Background: an optimization exercise with open tools, aiming at small area and a short achievable clock period. Do not read the settings as production practice. Function was checked by simulation only, so behaviour that the tests miss may differ from the original. No activity file was given, so power comes from the tool's default toggle rates.

==> flow/design.v (excerpt) <==
module port_sgdma #(
    parameter port_dma_pkg::port_t P_PORT = 4'd3
) (
    input  logic                i_clk,
    input  logic                i_rst_n,
    input  logic                i_locked,
    input  port_dma_pkg::data_t i_dat,
    input  logic                i_empty,
    output logic                o_rd_en,
    output port_dma_pkg::desc_t o_cb_din,
    output logic                o_cb_wr_en,
    input  logic                i_cb_full,
    output logic                o_mmu_wr_req,
    output port_dma_pkg::port_t o_sram_sel,
    output logic                o_mmu_wr_en,
    output port_dma_pkg::addr_t o_mmu_wr_addr,
    output port_dma_pkg::data_t o_mmu_wr_dat,
    output logic                o_mmu_wr_done,
    input  logic                i_mmu_wr_ready,
    input  logic                i_mmu_malloc_done,
    input  logic                i_fp_wr_en,
    input  port_dma_pkg::addr_t i_fp_wr_dat,
    output logic                o_aply_req,
    output port_dma_pkg::cnt_t  o_length
);
  ...
Size: about 8800 cells after synthesis, ~4700 flip-flops, about 170000 µm² of cells after synthesis.
export LEC_CHECK = 0
export CAP_MARGIN = 20
export CORE_MARGIN = 2
export CORE_UTILIZATION = 55
export CTS_CLUSTER_DIAMETER = 80
export CTS_CLUSTER_SIZE = 25
export SETUP_SLACK_MARGIN = 2.8
export SLEW_MARGIN = 20
export TNS_END_PERCENT = 5
create_clock -name core_clock -period 5.0 [get_ports {i_clk}]
standard.sh (not shown) runs the stock make flow with config.mk's settings and CLKGATE_MAP_FILE= SYNTH_SCRIPT=/design/flow/synth_recipe.tcl, a recipe that flattens the netlist after the stock synthesis.
==> flow/flow/run.sh <==
#!/bin/bash
# Standard layout, with plain buf_4 cells as the port buffers that
# buffer_ports places on every input and output.
# Each tool's output is in orfs/logs; make's output is in standard.log.
export BUFFER_PORTS_ARGS="-buffer_cell sky130_fd_sc_hd__buf_4"
bash standard.sh > standard.log 2>&1
Then changed:
--- a/flow/design.v
+++ b/flow/design.v
@@ -54,13 +54,13 @@
     localparam int IDX_W  = $clog2(port_dma_pkg::FP_INIT_ENTRIES);
     localparam int PAD_W  = AW - port_dma_pkg::PORT_W - IDX_W;
     localparam int WL_W   = PTR_W / 2;
     localparam int WH_W   = PTR_W - WL_W;
     localparam int NWL    = 1 << WL_W;
     localparam int NWH    = 1 << WH_W;
-    localparam int NBANK  = 4;
+    localparam int NBANK  = 8;
     localparam int BK_W   = $clog2(NBANK);
     localparam int ROWS   = DEPTH / NBANK;
     localparam int ROW_W  = $clog2(ROWS);
     logic                filling;
     logic                push;
     logic                pull;
@@ -103,14 +103,13 @@
     logic [IDX_W-1:0] fill_idx;
     assign fill_idx = wr_ptr[IDX_W-1:0];
     always_ff @(posedge i_clk or negedge i_rst_n) begin
         if (!i_rst_n) begin
             filling <= 1'b1;
         end else if (filling && i_locked
-                     && (wr_q ? (wr_slot_q == PTR_W'(port_dma_pkg::FP_INIT_ENTRIES - 2))
-                              : (wr_slot_q == PTR_W'(port_dma_pkg::FP_INIT_ENTRIES - 1)))) begin
+                     && (wr_ptr == PTR_W'(port_dma_pkg::FP_INIT_ENTRIES - 1))) begin
             filling <= 1'b0;
         end
     end
     assign push     = filling ? i_locked : (i_fp_wr_en && !full);
     assign push_dat = filling ? {P_PORT, {PAD_W{1'b0}}, fill_idx} : i_fp_wr_dat;
     assign pull     = i_pop;
@@ -126,60 +125,44 @@
     end
     always_ff @(posedge i_clk) begin
         push_q <= push_dat;
     end
     logic [NWH-1:0] wq_hi;
     logic [NWL-1:0] wq_lo;
-    always_ff @(posedge i_clk or negedge i_rst_n) begin
-        if (!i_rst_n) begin
-            wq_hi <= '0;
-        end else begin
-            for (int k = 0; k < NWH; k++) begin
-                wq_hi[k] <= push && (wr_ptr[PTR_W-1:WL_W] == WH_W'(k));
-            end
+    always_comb begin
+        for (int k = 0; k < NWH; k++) begin
+            wq_hi[k] = wr_q && (wr_slot_q[PTR_W-1:WL_W] == WH_W'(k));
         end
-    end
-    always_ff @(posedge i_clk) begin
         for (int k = 0; k < NWL; k++) begin
-            wq_lo[k] <= (wr_ptr[WL_W-1:0] == WL_W'(k));
+            wq_lo[k] = (wr_slot_q[WL_W-1:0] == WL_W'(k));
         end
     end
     logic [DEPTH-1:0][AW-1:0] term;
     for (genvar i = 0; i < DEPTH; i++) begin : g_slot
         logic [AW-1:0] q;
         always_ff @(posedge i_clk) begin
             if (wq_hi[i/NWL] && wq_lo[i%NWL]) begin
                 q <= push_q;
             end
         end
         assign term[i] = q & {AW{(i % NBANK == 0) ? rs0[i/NBANK] : rs[i/NBANK]}};
     end
-    localparam int NPART = 4;
-    logic [NBANK-1:0][NPART-1:0][AW-1:0] bank_out;
-    logic [NBANK-1:0][NPART-1:0][AW-1:0] bank_q;
+    logic [NBANK-1:0][1:0][AW-1:0] bank_out;
     always_comb begin
         for (int bk = 0; bk < NBANK; bk++) begin
-            for (int pt = 0; pt < NPART; pt++) begin
-                bank_out[bk][pt] = '0;
-                for (int r = pt * ROWS / NPART; r < (pt + 1) * ROWS / NPART; r++) begin
-                    bank_out[bk][pt] = bank_out[bk][pt] | term[r*NBANK+bk];
+            for (int hf = 0; hf < 2; hf++) begin
+                bank_out[bk][hf] = '0;
+                for (int r = hf * ROWS / 2; r < (hf + 1) * ROWS / 2; r++) begin
+                    bank_out[bk][hf] = bank_out[bk][hf] | term[r*NBANK+bk];
                 end
             end
         end
     end
-    logic [NBANK-1:0][AW-1:0] bank_rd;
-    always_comb begin
-        for (int bk = 0; bk < NBANK; bk++) begin
-            bank_rd[bk] = '0;
-            for (int pt = 0; pt < NPART; pt++) begin
-                bank_rd[bk] = bank_rd[bk] | bank_q[bk][pt];
-            end
-        end
-    end
     logic wr_near;
     assign wr_near = pull ? near1 : near0;
+    logic [NBANK-1:0][1:0][AW-1:0] bank_q;
     logic [AW-1:0]            push_qq;
     logic                     byp_q;
     logic                     byp_nxt;
     logic                     byp2_q;
     logic                     byp2_nxt;
     always_ff @(posedge i_clk) begin
@@ -193,13 +176,13 @@
         assign hit  = push && wr_near && (wr_ptr[BK_W-1:0] == BK_W'(bk));
         assign popb = pull && rd_bk[bk];
         always_ff @(posedge i_clk) begin
             if (hit) begin
                 hd[bk] <= push_dat;
             end else if (popb) begin
-                hd[bk] <= byp_q ? push_q : (byp2_q ? push_qq : bank_rd[bk]);
+                hd[bk] <= byp_q ? push_q : (byp2_q ? push_qq : (bank_q[bk][0] | bank_q[bk][1]));
             end
         end
     end
     always_comb begin
         o_addr = '0;
         for (int bk = 0; bk < NBANK; bk++) begin
After rerunning:
- The new run finished but failed the layout checks on slew limit
- maximum frequency falls by 3.7%
- total power rises by 0.86%
- die area stays flat
- setup slack gets worse by 100 ps
- utilization rises by 2.4 points
- sequential cell count falls by 28
- hold slack gets better by 110 ps
- clock-buffer cell count falls by 1
- via count rises by 5.7%
- design area rises by 3.4%

[re-timing with driven ports]
The flow's constraints put no driver on any port. The routed layouts listed below were extracted and timed again, unchanged, in two steps.
Step 1 sets driving cells, clkbuf_16 on the clock port and buf_2 on the other inputs (assumed; they add their load-dependent delay and slew).
Step 2 times the ports against the registers' clock, not the clock port: input delays grow and output delays shrink by t, the midpoint of the rising clock arrivals with the driver on.
Slacks: ideal ports / drivers / drivers and shift; pairs: ideal ports / drivers.
| run | t (ns) | setup slack, ns | worst setup path at the end |
|---|---|---|---|
| the first run | 1.048 | 2.307 / 2.209 / 1.752 | input to register |
| the second run | 1.050 | 2.204 / 2.204 / 1.716 | input to register |
For the first run, which loses most, drivers alone change the setup slack by -0.098 ns; drivers and shift together by -0.555 ns.
